This design comes from an exercise in tuning for small area, a short achievable clock period and few clock cycles per item on the open sky130 flow, not from production work. Only simulation tests tie the RTL to the original design; equivalence was not proved. No activity file was given, so power comes from the tool's default toggle rates.

--- design/flow/design.v ---
package bpa_pkg;
  localparam int TREE_LEVELS = 10;
  localparam int TOTAL_PAGES = 1 << TREE_LEVELS;
  localparam int ROW_W       = 5;
  localparam int ROWS        = 1 << ROW_W;
  localparam int COLS        = TOTAL_PAGES / ROWS;
  localparam int PAIRS       = TOTAL_PAGES / 2;
  localparam int PCOLS       = COLS / 2;
  function automatic int tz(int p);
    int n;
    n = bpa_pkg::TREE_LEVELS;
    for (int i = bpa_pkg::TREE_LEVELS - 1; i >= 0; i--) begin
      if ((p >> i) & 1) n = i;
    end
    tz = n;
  endfunction
  function automatic int lvl_off(int l);
    lvl_off = 2 * bpa_pkg::TOTAL_PAGES - ((2 * bpa_pkg::TOTAL_PAGES) >> l);
  endfunction
endpackage
module bpa_ram (
  input  logic                          clk_i,
  input  logic [bpa_pkg::ROWS-1:0]      row_ni,
  input  logic [bpa_pkg::COLS-1:0]      col_ni,
  input  logic                          used_i,
  input  logic                          join_i,
  input  logic [bpa_pkg::TREE_LEVELS:0] start_i,
  output logic [bpa_pkg::PAIRS-1:0]     lo_o,
  output logic [bpa_pkg::PAIRS-1:0]     hi_o,
  output logic [bpa_pkg::PAIRS-1:0]     jn_o
);
  logic [bpa_pkg::PAIRS-1:0] lo_q, hi_q, jn_q;
  for (genvar i = 0; i < bpa_pkg::PAIRS; i++) begin : g_pr
    localparam int T = bpa_pkg::tz(2 * i);
    localparam int R = (2 * i) / bpa_pkg::COLS;
    localparam int C = (2 * i) % bpa_pkg::COLS;
    always_ff @(posedge clk_i) begin
      if (!(row_ni[R] || col_ni[C])) begin
        lo_q[i] <= start_i[T];
        jn_q[i] <= join_i;
      end
      if (!(row_ni[R] || col_ni[C+1])) begin
        hi_q[i] <= used_i;
      end
    end
  end
  assign lo_o = lo_q;
  assign hi_o = hi_q;
  assign jn_o = jn_q;
endmodule
module bpa_sequencer (
  input  logic        clk_i,
  input  logic        rst_ni,
  input  logic        s_valid_i,
  output logic        s_ready_o,
  input  logic        m_ready_i,
  output logic        m_valid_o,
  input  logic [11:0] res_i,       
  output logic [11:0] res_o,
  output logic        clear_o,     
  output logic        load_o,      
  output logic        work_o       
);
  logic        init_q, in_v_q, v0_q, v1_q;
  logic [11:0] d0_q, d1_q;
  logic        full, pop;
  assign clear_o   = !init_q;
  assign full      = v0_q && v1_q;
  assign s_ready_o = init_q && !(in_v_q && full);
  assign load_o    = s_valid_i && s_ready_o;
  assign work_o    = in_v_q && !full;
  assign pop       = v0_q && m_ready_i;
  always_ff @(posedge clk_i or negedge rst_ni) begin
    if (!rst_ni) begin
      init_q <= 1'b0;
      in_v_q <= 1'b0;
      v0_q   <= 1'b0;
      v1_q   <= 1'b0;
    end else begin
      init_q <= 1'b1;
      in_v_q <= load_o || (in_v_q && !work_o);
      if (pop) begin
        v0_q <= v1_q || work_o;
        v1_q <= 1'b0;
      end else if (work_o) begin
        v0_q <= 1'b1;
        v1_q <= v0_q;
      end
    end
  end
  always_ff @(posedge clk_i) begin
    if (pop) begin
      if (v1_q) begin
        d0_q <= d1_q;
      end else if (work_o) begin
        d0_q <= res_i;
      end
    end else if (work_o) begin
      if (v0_q) begin
        d1_q <= res_i;
      end else begin
        d0_q <= res_i;
      end
    end
  end
  assign m_valid_o = v0_q;
  assign res_o     = d0_q;
endmodule
module bpa_datapath (
  input  logic [bpa_pkg::PAIRS-1:0]       lo_i,
  input  logic [bpa_pkg::PAIRS-1:0]       hi_i,
  input  logic [bpa_pkg::PAIRS-1:0]       jn_i,
  input  logic                            kind_i,    
  input  logic [bpa_pkg::TREE_LEVELS:0]   ge_i,
  input  logic [1:0]                      gen_i,     
  input  logic [bpa_pkg::TREE_LEVELS-1:0] off_i,
  input  logic [bpa_pkg::ROWS-1:0]        rsel_i,    
  output logic                            hit_o,     
  output logic [bpa_pkg::TREE_LEVELS-1:0] addr_o,    
  output logic [bpa_pkg::ROWS-1:0]        row_o,
  output logic [bpa_pkg::COLS-1:0]        col_o
);
  localparam int LV   = bpa_pkg::TREE_LEVELS;
  localparam int NP   = bpa_pkg::TOTAL_PAGES;
  localparam int NN   = 2 * NP - 1;
  localparam int RW   = bpa_pkg::ROW_W;
  localparam int NR   = bpa_pkg::ROWS;
  localparam int NC   = bpa_pkg::COLS;
  localparam int NPC  = bpa_pkg::PCOLS;
  localparam int CW   = LV - RW;
  logic [NN-1:0]         fr, hv;
  logic [NN-1:0][LV-1:0] en;
  for (genvar i = 0; i < NP / 2; i++) begin : g_pair
    localparam int N = bpa_pkg::lvl_off(1) + i;
    logic fl, fh, g0, g1;
    if (i < NP / 4) begin : g_lo
      assign g0 = ge_i[0];
      assign g1 = ge_i[1];
    end else begin : g_hi
      assign g0 = !gen_i[0];
      assign g1 = !gen_i[1];
    end
    assign fl    = !(lo_i[i] || jn_i[i]);
    assign fh    = !hi_i[i];
    assign fr[N] = fl && fh;
    assign hv[N] = (g1 && fr[N]) || (g0 && (fl || fh));
    assign en[N] = {{(LV-1){1'b0}}, g0 && !fl && fh};
  end
  for (genvar l = 2; l <= LV; l++) begin : g_lvl
    for (genvar i = 0; i < (NP >> l); i++) begin : g_nd
      localparam int N = bpa_pkg::lvl_off(l) + i;
      localparam int A = bpa_pkg::lvl_off(l - 1) + 2 * i;
      localparam int B = A + 1;
      assign fr[N] = fr[A] && fr[B];
      assign hv[N] = ge_i[l] && (fr[N] || hv[A] || hv[B]);
      assign en[N][l-1] = !hv[A] && hv[B];
      assign en[N][l-2:0] = en[A][l-2:0] | ({(l-1){!hv[A]}} & en[B][l-2:0]);
      if (l < LV) begin : g_hi
        assign en[N][LV-1:l] = '0;
      end
    end
  end
  logic                  a_hit;
  logic [LV-1:0]         a_addr;
  assign a_hit  = hv[NN-1];
  assign a_addr = en[NN-1];
  logic [RW-1:0]  orow;
  logic [CW-1:0]  ocol;
  logic [NPC-1:0] psel;
  logic [NPC-1:0] rlo, rhi, rjn;    
  logic [NR-1:0]  c0lo, c0jn;       
  logic [NC-1:0]  rstart, rcont;    
  logic [NR-1:0]  cont0;            
  logic           f_hit;
  logic [LV:0]    jt;               
  logic [LV-1:0]  ct;
  assign orow = off_i[LV-1:CW];
  assign ocol = off_i[CW-1:0];
  always_comb begin
    for (int c = 0; c < NPC; c++) psel[c] = (ocol[CW-1:1] == (CW-1)'(c));
    for (int c = 0; c < NPC; c++) begin
      rlo[c] = 1'b0;
      rhi[c] = 1'b0;
      rjn[c] = 1'b0;
      for (int r = 0; r < NR; r++) begin
        rlo[c] = rlo[c] | (rsel_i[r] & lo_i[r*NPC+c]);
        rhi[c] = rhi[c] | (rsel_i[r] & hi_i[r*NPC+c]);
        rjn[c] = rjn[c] | (rsel_i[r] & jn_i[r*NPC+c]);
      end
    end
    for (int r = 0; r < NR; r++) begin
      c0lo[r] = lo_i[r*NPC];
      c0jn[r] = jn_i[r*NPC];
    end
    for (int c = 0; c < NPC; c++) begin
      rstart[2*c]   = rlo[c];
      rstart[2*c+1] = rhi[c] & !rjn[c];
      rcont[2*c]    = rjn[c] & !rlo[c];
      rcont[2*c+1]  = rjn[c];
    end
    f_hit = ocol[0] ? |(psel & rhi & ~rjn) : |(psel & rlo);
  end
  assign cont0 = c0jn & ~c0lo;
  for (genvar t = 0; t < LV; t++) begin : g_ct
    if (t < CW) begin : g_in_row
      logic [CW-1:0] idx;
      assign idx = (ocol & CW'(~((2 << t) - 1))) | CW'(1 << t);
      assign ct[t] = rcont[idx];
    end else begin : g_in_col
      logic [RW-1:0] idx;
      assign idx = (orow & RW'(~((2 << (t - CW)) - 1))) | RW'(1 << (t - CW));
      assign ct[t] = cont0[idx];
    end
  end
  assign jt[0] = 1'b1;
  for (genvar t = 0; t < LV; t++) begin : g_jt
    assign jt[t+1] = jt[t] && !off_i[t] && ct[t];
  end
  logic [LV-1:0] base, wild;
  always_comb begin
    if (kind_i) begin
      base = off_i;
      wild = jt[LV:1];
    end else begin
      base = a_addr;
      wild = ~ge_i[LV-1:0];
    end
    for (int r = 0; r < NR; r++) begin
      row_o[r] = 1'b1;
      for (int b = 0; b < RW; b++)
        if (!wild[CW+b] && (base[CW+b] != r[b])) row_o[r] = 1'b0;
    end
    for (int c = 0; c < NC; c++) begin
      col_o[c] = 1'b1;
      for (int b = 0; b < CW; b++)
        if (!wild[b] && (base[b] != c[b])) col_o[c] = 1'b0;
    end
  end
  assign hit_o  = kind_i ? f_hit : a_hit;
  assign addr_o = a_addr;
endmodule
module buddy_page_allocator_unit (
  input  logic        clk_i,
  input  logic        rst_ni,
  input  logic        s_axis_tvalid,
  output logic        s_axis_tready,
  input  logic [23:0] s_axis_tdata,
  input  logic        s_axis_tuser,
  output logic        m_axis_tvalid,
  input  logic        m_axis_tready,
  output logic [15:0] m_axis_tdata,
  output logic [1:0]  m_axis_tuser
);
  localparam int LV = bpa_pkg::TREE_LEVELS;
  logic        clear, load, work;
  logic [11:0] res_d, res_q;
  logic          kind_q;
  logic [LV:0]   ge_q, ge_d;
  logic [LV-1:0] off_q;
  logic [bpa_pkg::ROWS-1:0] orow_q, orow_d;
  logic [1:0]    gen_q;
  logic [LV:0]   pm1;
  assign pm1 = s_axis_tdata[LV:0] - (LV+1)'(1);
  always_comb begin
    for (int l = 0; l <= LV; l++) begin
      ge_d[l] = (s_axis_tdata[LV:0] != '0) && ((pm1 >> l) == '0);
    end
  end
  always_comb begin
    for (int r = 0; r < bpa_pkg::ROWS; r++) begin
      orow_d[r] = (s_axis_tdata[2*LV:LV+1+bpa_pkg::ROW_W] == bpa_pkg::ROW_W'(r));
    end
  end
  always_ff @(posedge clk_i or negedge rst_ni) begin
    if (!rst_ni) begin
      kind_q <= 1'b0;
      ge_q   <= '0;
    end else if (load) begin
      kind_q <= s_axis_tuser;
      ge_q   <= ge_d;
    end
  end
  always_ff @(posedge clk_i) begin
    if (load) begin
      gen_q  <= ~ge_d[1:0];
      off_q  <= s_axis_tdata[2*LV:LV+1];
      orow_q <= orow_d;
    end
  end
  bpa_sequencer u_seq (
    .clk_i     (clk_i),
    .rst_ni    (rst_ni),
    .s_valid_i (s_axis_tvalid),
    .s_ready_o (s_axis_tready),
    .m_ready_i (m_axis_tready),
    .m_valid_o (m_axis_tvalid),
    .res_i     (res_d),
    .res_o     (res_q),
    .clear_o   (clear),
    .load_o    (load),
    .work_o    (work)
  );
  logic [bpa_pkg::PAIRS-1:0]       lo, hi, jn;
  logic                            hit;
  logic [LV-1:0]                   addr;
  logic [bpa_pkg::ROWS-1:0]        row_sel, row_we;
  logic [bpa_pkg::COLS-1:0]        col_sel, col_we;
  logic                            we, wused;
  logic [LV:0]                     wstart;
  bpa_datapath u_dp (
    .lo_i    (lo),
    .hi_i    (hi),
    .jn_i    (jn),
    .kind_i  (kind_q),
    .ge_i    (ge_q),
    .gen_i   (gen_q),
    .off_i   (off_q),
    .rsel_i  (orow_q),
    .hit_o   (hit),
    .addr_o  (addr),
    .row_o   (row_sel),
    .col_o   (col_sel)
  );
  assign we     = (work && hit) || clear;
  assign row_we = {bpa_pkg::ROWS{we}} & row_sel;
  assign col_we = col_sel;
  assign wused  = !clear && !kind_q;
  assign wstart = {LV+1{wused}} & ge_q;
  bpa_ram u_ram (
    .clk_i   (clk_i),
    .row_ni  (~row_we),
    .col_ni  (~col_we),
    .used_i  (wused),
    .join_i  (wused && !ge_q[0]),
    .start_i (wstart),
    .lo_o    (lo),
    .hi_o    (hi),
    .jn_o    (jn)
  );
  assign res_d[11:10] = kind_q ? {1'b1, !hit} : {1'b0, !hit};
  assign res_d[9:0]   = kind_q ? '0 : addr;
  assign m_axis_tuser = res_q[11:10];
  assign m_axis_tdata = {6'b0, res_q[9:0]};
endmodule
--- design/flow/run.sh ---
#!/bin/bash
# synth_recipe.tcl (not shown) runs the flow's synth.tcl, then flattens the netlist and writes it again
# the make line also repeats each setting of config.mk as NAME=value (left out here)
make -C /OpenROAD-flow-scripts/flow DESIGN_CONFIG=/design/flow/config.mk WORK_HOME=/design/flow/orfs CLKGATE_MAP_FILE= SYNTH_SCRIPT=/design/flow/synth_recipe.tcl finish
--- design/flow/config.mk ---
export PLATFORM = sky130hd
export DESIGN_NAME = buddy_page_allocator_unit
export DESIGN_NICKNAME = buddy_page_allocator_unit
export VERILOG_FILES = /design/flow/design.v
export SDC_FILE = /design/flow/constraint.sdc
export NUM_CORES = 4
export LEC_CHECK = 0
export ABC_AREA = 1
export CAP_MARGIN = 20
export CORE_MARGIN = 2
export CORE_UTILIZATION = 30
export SETUP_SLACK_MARGIN = 5
export SLEW_MARGIN = 20
export TNS_END_PERCENT = 0
--- design/flow/constraint.sdc ---
create_clock -name core_clock -period 10.0 [get_ports {clk_i}]
set_input_delay 2.0000 -clock core_clock [delete_from_list [all_inputs] [get_ports {clk_i}]]
set_output_delay 2.0000 -clock core_clock [all_outputs]
set_load 0.01 [all_outputs]
==> flow_summary.ini <==
[run]
cap_violations = 0

[layout]
area_growth_pct = 22.1
final_cell_mix = nand2_1, nor2_1, edfxtp_1
layout_commonest_cell = nand2_1
drive_above_1_share_pct = 14.0
nets = 12199
final_cells = 16499
final_area_mm2 = 0.116

[global_routing]
grt_pass1_wl_mm = 696
grt_start_max_net_pins = 175
grt_pass1_vias = 87863
antenna_found_initial = 28
track_usage_pct = 31.1
grt_overflow = 0

[route]
viasPerCell = 6.01
totalWireLength_mm = 526
dr.pass1.iters = 10
drtIter0Drc = 16692
vias = 99146
routedWlPerCell_um = 31.9
drc = 0
ant_nets = 0

[outcome]
status = complete, no violations

[die]
dieWidth_um = 568
coreArea_mm2 = 0.315
std_cell_rows = 206
dieArea_mm2 = 0.322
boundaryPins = 49
start_util_pct = 30.2
die_y_um = 568

[yosys]
ys_warn_count = 4
synthCells = 11905
ys_seq_elements = 1620
avgSynthCellArea_um2 = 8.01
synth_async_sr_flop_share_pct = 0.988
synth_edf_count = 1604
ys_types = 69
syn_area_mm2 = 0.0953
synth_seq_area_share_pct = 51.0
synth_flop_cell = edfxtp_1

[timing]
min_period_over_period_pct = 56.3
worst_pin_slew_ps = 1340
fin_ws_ps = 4370
period_needed_ps = 5630
timing.final.max_slew_violations = 0
setup_viol = 0
max-slew-margin-rel_pct = 10.1
hold_viol = 0
rsz0062_at_grt = true
clock_skew_ps = 83.1
max_freq_mhz = 178
whs_ps = 505

[clocking]
path_clk_slew_ps = 70
cts_made_buffers = 191
root_buffer = clkbuf_16
clk_path_buf_depth = 4
cts_tree = yes
cts.sinks = 1620
clk_latency_ps = 950
ctsHoldBuffers = 0
h-tree-depth = 4

[place]
gp_congestion = 1.08
place_area_mm2 = 0.100
io_buffers = 39
place_ws_ps = 2570
dp.cells = 15758
place_hpwl_mm = 347

[power_and_ir_drop]
switching_share_pct = 30.2
powerDensity_mw_per_mm2 = 156
irDropWorstVdd_mv = 0.136
combPwrFrac_pct = 17.0
clkPwrFrac_pct = 39.8
seq_power_share_pct = 43.3
p_leak_nw = 45.0
power_switching_mw = 5.47
p_int_mw = 12.6

[setup_path]
worstPathRequired_ps = 10640
path_max_fanout = 32
r2r_slack_ps = 4370
worstSetupPathType = reg2reg
crit_arrival_ps = 6260
end_kind = flip-flop
crit_path_start_kind = flip-flop

[min_path]
worst_hold_path_type = reg2reg
-- per-layer routing --
metal / up-vias / part of all wire, % / GRT usage (%)
met2: 7847 / 40 / 44.1
met3: 1924 / 17 / 14.4
met1: 47707 / 34 / 36.8
met4: 26 / 8.9 / 22.3
li1: 41642 / - / -
met5: - / 0.077 / 0.104
-- synth_stat cells (all sizes together), types with 3 or more instances --
| library cell | n | area share (%) |
|---|---|---|
| a2111oi | 14 | 0.13 |
| o21a | 56 | 0.44 |
| nor3 | 244 | 1.3 |
| o211ai | 38 | 0.30 |
| o22ai | 155 | 1.0 |
| a22oi | 16 | 0.13 |
| o311ai | 29 | 0.27 |
| a211oi | 30 | 0.24 |
| nand4 | 254 | 1.7 |
| or3 | 3 | 0.020 |
| nand3b | 31 | 0.24 |
| a221oi | 101 | 0.93 |
| o32ai | 83 | 0.76 |
| a31oi | 17 | 0.11 |
| o221ai | 101 | 0.93 |
| nor4 | 34 | 0.22 |
| nand3 | 681 | 3.6 |
| o31ai | 15 | 0.12 |
| o21ai | 743 | 3.9 |
| inv | 1001 | 4.0 |
| nor2 | 2546 | 10 |
| clkbuf | 188 | 0.75 |
| nand2 | 2860 | 11 |
| buf | 368 | 2.1 |
| a221o | 3 | 0.032 |
| dfrtp | 16 | 0.42 |
| xor2 | 4 | 0.037 |
| edfxtp | 1604 | 51 |
| a211o | 3 | 0.028 |
| o2111ai | 80 | 0.74 |
| a21o | 3 | 0.024 |
| or2 | 55 | 0.36 |
| clkinv | 5 | 0.020 |
| a21boi | 6 | 0.047 |
| a21oi | 425 | 2.3 |
| nor3b | 13 | 0.10 |
| a22o | 60 | 0.55 |
-- worst paths after layout --
| kind | from | end | depth (start not counted) |
|---|---|---|---|
| max in group asynchronous | rst_ni | ge_q[4]$_DFFE_PN0P_ | 1 |
| max | orow_q[9]$_DFFE_PP_ | u_ram.lo_q[44]$_DFFE_PN_ | 19 |
| min reg2reg | ge_q[6]$_DFFE_PN0P_ | ge_q[6]$_DFFE_PN0P_ | 2 |
| min | ge_q[6]$_DFFE_PN0P_ | ge_q[6]$_DFFE_PN0P_ | 2 |
| min in group asynchronous | rst_ni | ge_q[7]$_DFFE_PN0P_ | 1 |
| max reg2reg | orow_q[9]$_DFFE_PP_ | u_ram.lo_q[44]$_DFFE_PN_ | 19 |
-- registers in the layout, indices dropped and copies added, names as in the netlist --
| name | flops |
|---|---|
| kind_q | 1 |
| u_seq.in_v_q | 1 |
| u_seq.init_q | 1 |
| u_seq.d1_q | 12 |
| u_seq.d0_q | 12 |
| u_seq.v0_q | 1 |
| ge_q | 11 |
| gen_q | 2 |
| u_ram.hi_q | 512 |
| u_ram.jn_q | 512 |
| u_ram.lo_q | 512 |
| u_seq.v1_q | 1 |
| off_q | 10 |
| orow_q | 32 |
-- worst max-delay path, stage by stage (launching register included) --
cell and delay (ps):
edfxtp_1 420, buf_12 180, clkinv_2 320, buf_8 300
o22ai_1 120, a21oi_1 300, nand4_1 680, nor4_4 610
o22ai_2 180, o31ai_4 340, nand3_1 140, o211ai_1 310
nand2_4 180, nand2_4 130, a21oi_4 80, buf_12 180
buf_4 140, nand2_1 100, buf_8 320, nor2_1 130
-- through the flow --
stage | utilization, % | total power, mW | setup TNS, ps
global route | 36.9 | 18.3 | 0
CTS | 36.1 | 17.8 | 0
finish | 36.9 | 18.1 | 0
floorplan | - | 8.96 | -853340
detailed placement | 31.8 | 9.98 | 0
global placement | 31.8 | 9.96 | 0
-- what timing repair did --
item                                    in CTS  in global routing
pin swaps                                  102                 88
gates resized for setup                    799                427
buffers inserted                           222                 80
endpoints found under the setup margin    1558               1536
gates cloned                                65                  9
-- final cells by class --
cell class	count	area (um2)
multi-input cells	8759	44600
well taps	4160	5200
clock buffers	229	4970
inverters	1006	3880
repair buffers	583	7650
flip-flops and latches	1620	48600
clock inverters	109	1210
fillers	32535	199000
diodes	26	65.1
repair inverters	7	133
-- power groups by stage --
| stage | combinational, mW | sequential [mW] | clock [mW] |
|---|---|---|---|
| 6_report | 3.07 | 7.83 | 7.20 |
| 5_1_grt | 3.03 | 7.84 | 7.43 |
| 4_1_cts | 2.77 | 7.82 | 7.17 |
| 3_5_place_dp | 2.00 | 7.98 | 0 |
| 3_3_place_gp | 1.99 | 7.97 | 0 |
| 2_1_floorplan | 1.02 | 7.95 | 0 |
-- cells by family after synthesis --
| group | Yosys count | share of synthesized area, % |
|---|---|---|
| simple gates | 6724 | 29.0 |
| buf+inv | 1562 | 6.84 |
| fa+ha+maj | 2 | 0.0263 |
| xor+xnor | 6 | 0.0551 |
| compound gates | 1989 | 13.1 |
| flops | 1620 | 51.0 |
| other cells | 2 | 0.00788 |
Testbench counts, summed over its fixed seeds: cycles 4,016, items 4,000.

## what the ideal ports hide
The results above use ideal ports. As a check the final layout listed here was re-extracted and re-timed, cells and wires unchanged. Step 1 assumes that a clkbuf_16 drives the clock port and a buf_2 every other input. Step 2 moves the port delays by t, midway between the first and last clock arrival at a register: inputs arrive t later, outputs are due t later. That takes back most of the time a late clock gives input paths. Three values: ideal ports, drivers, drivers and shift; two values: the first two.
t (ns): 1.006
setup WS [ns]: 4.374 / 4.374 / 4.374
latest minus earliest clock arrival (ns): 0.084 / 0.083
After both steps this run still meets setup and hold. The setup slack of this run moves by 0.000 ns with the drivers and by 0.000 ns with both steps.
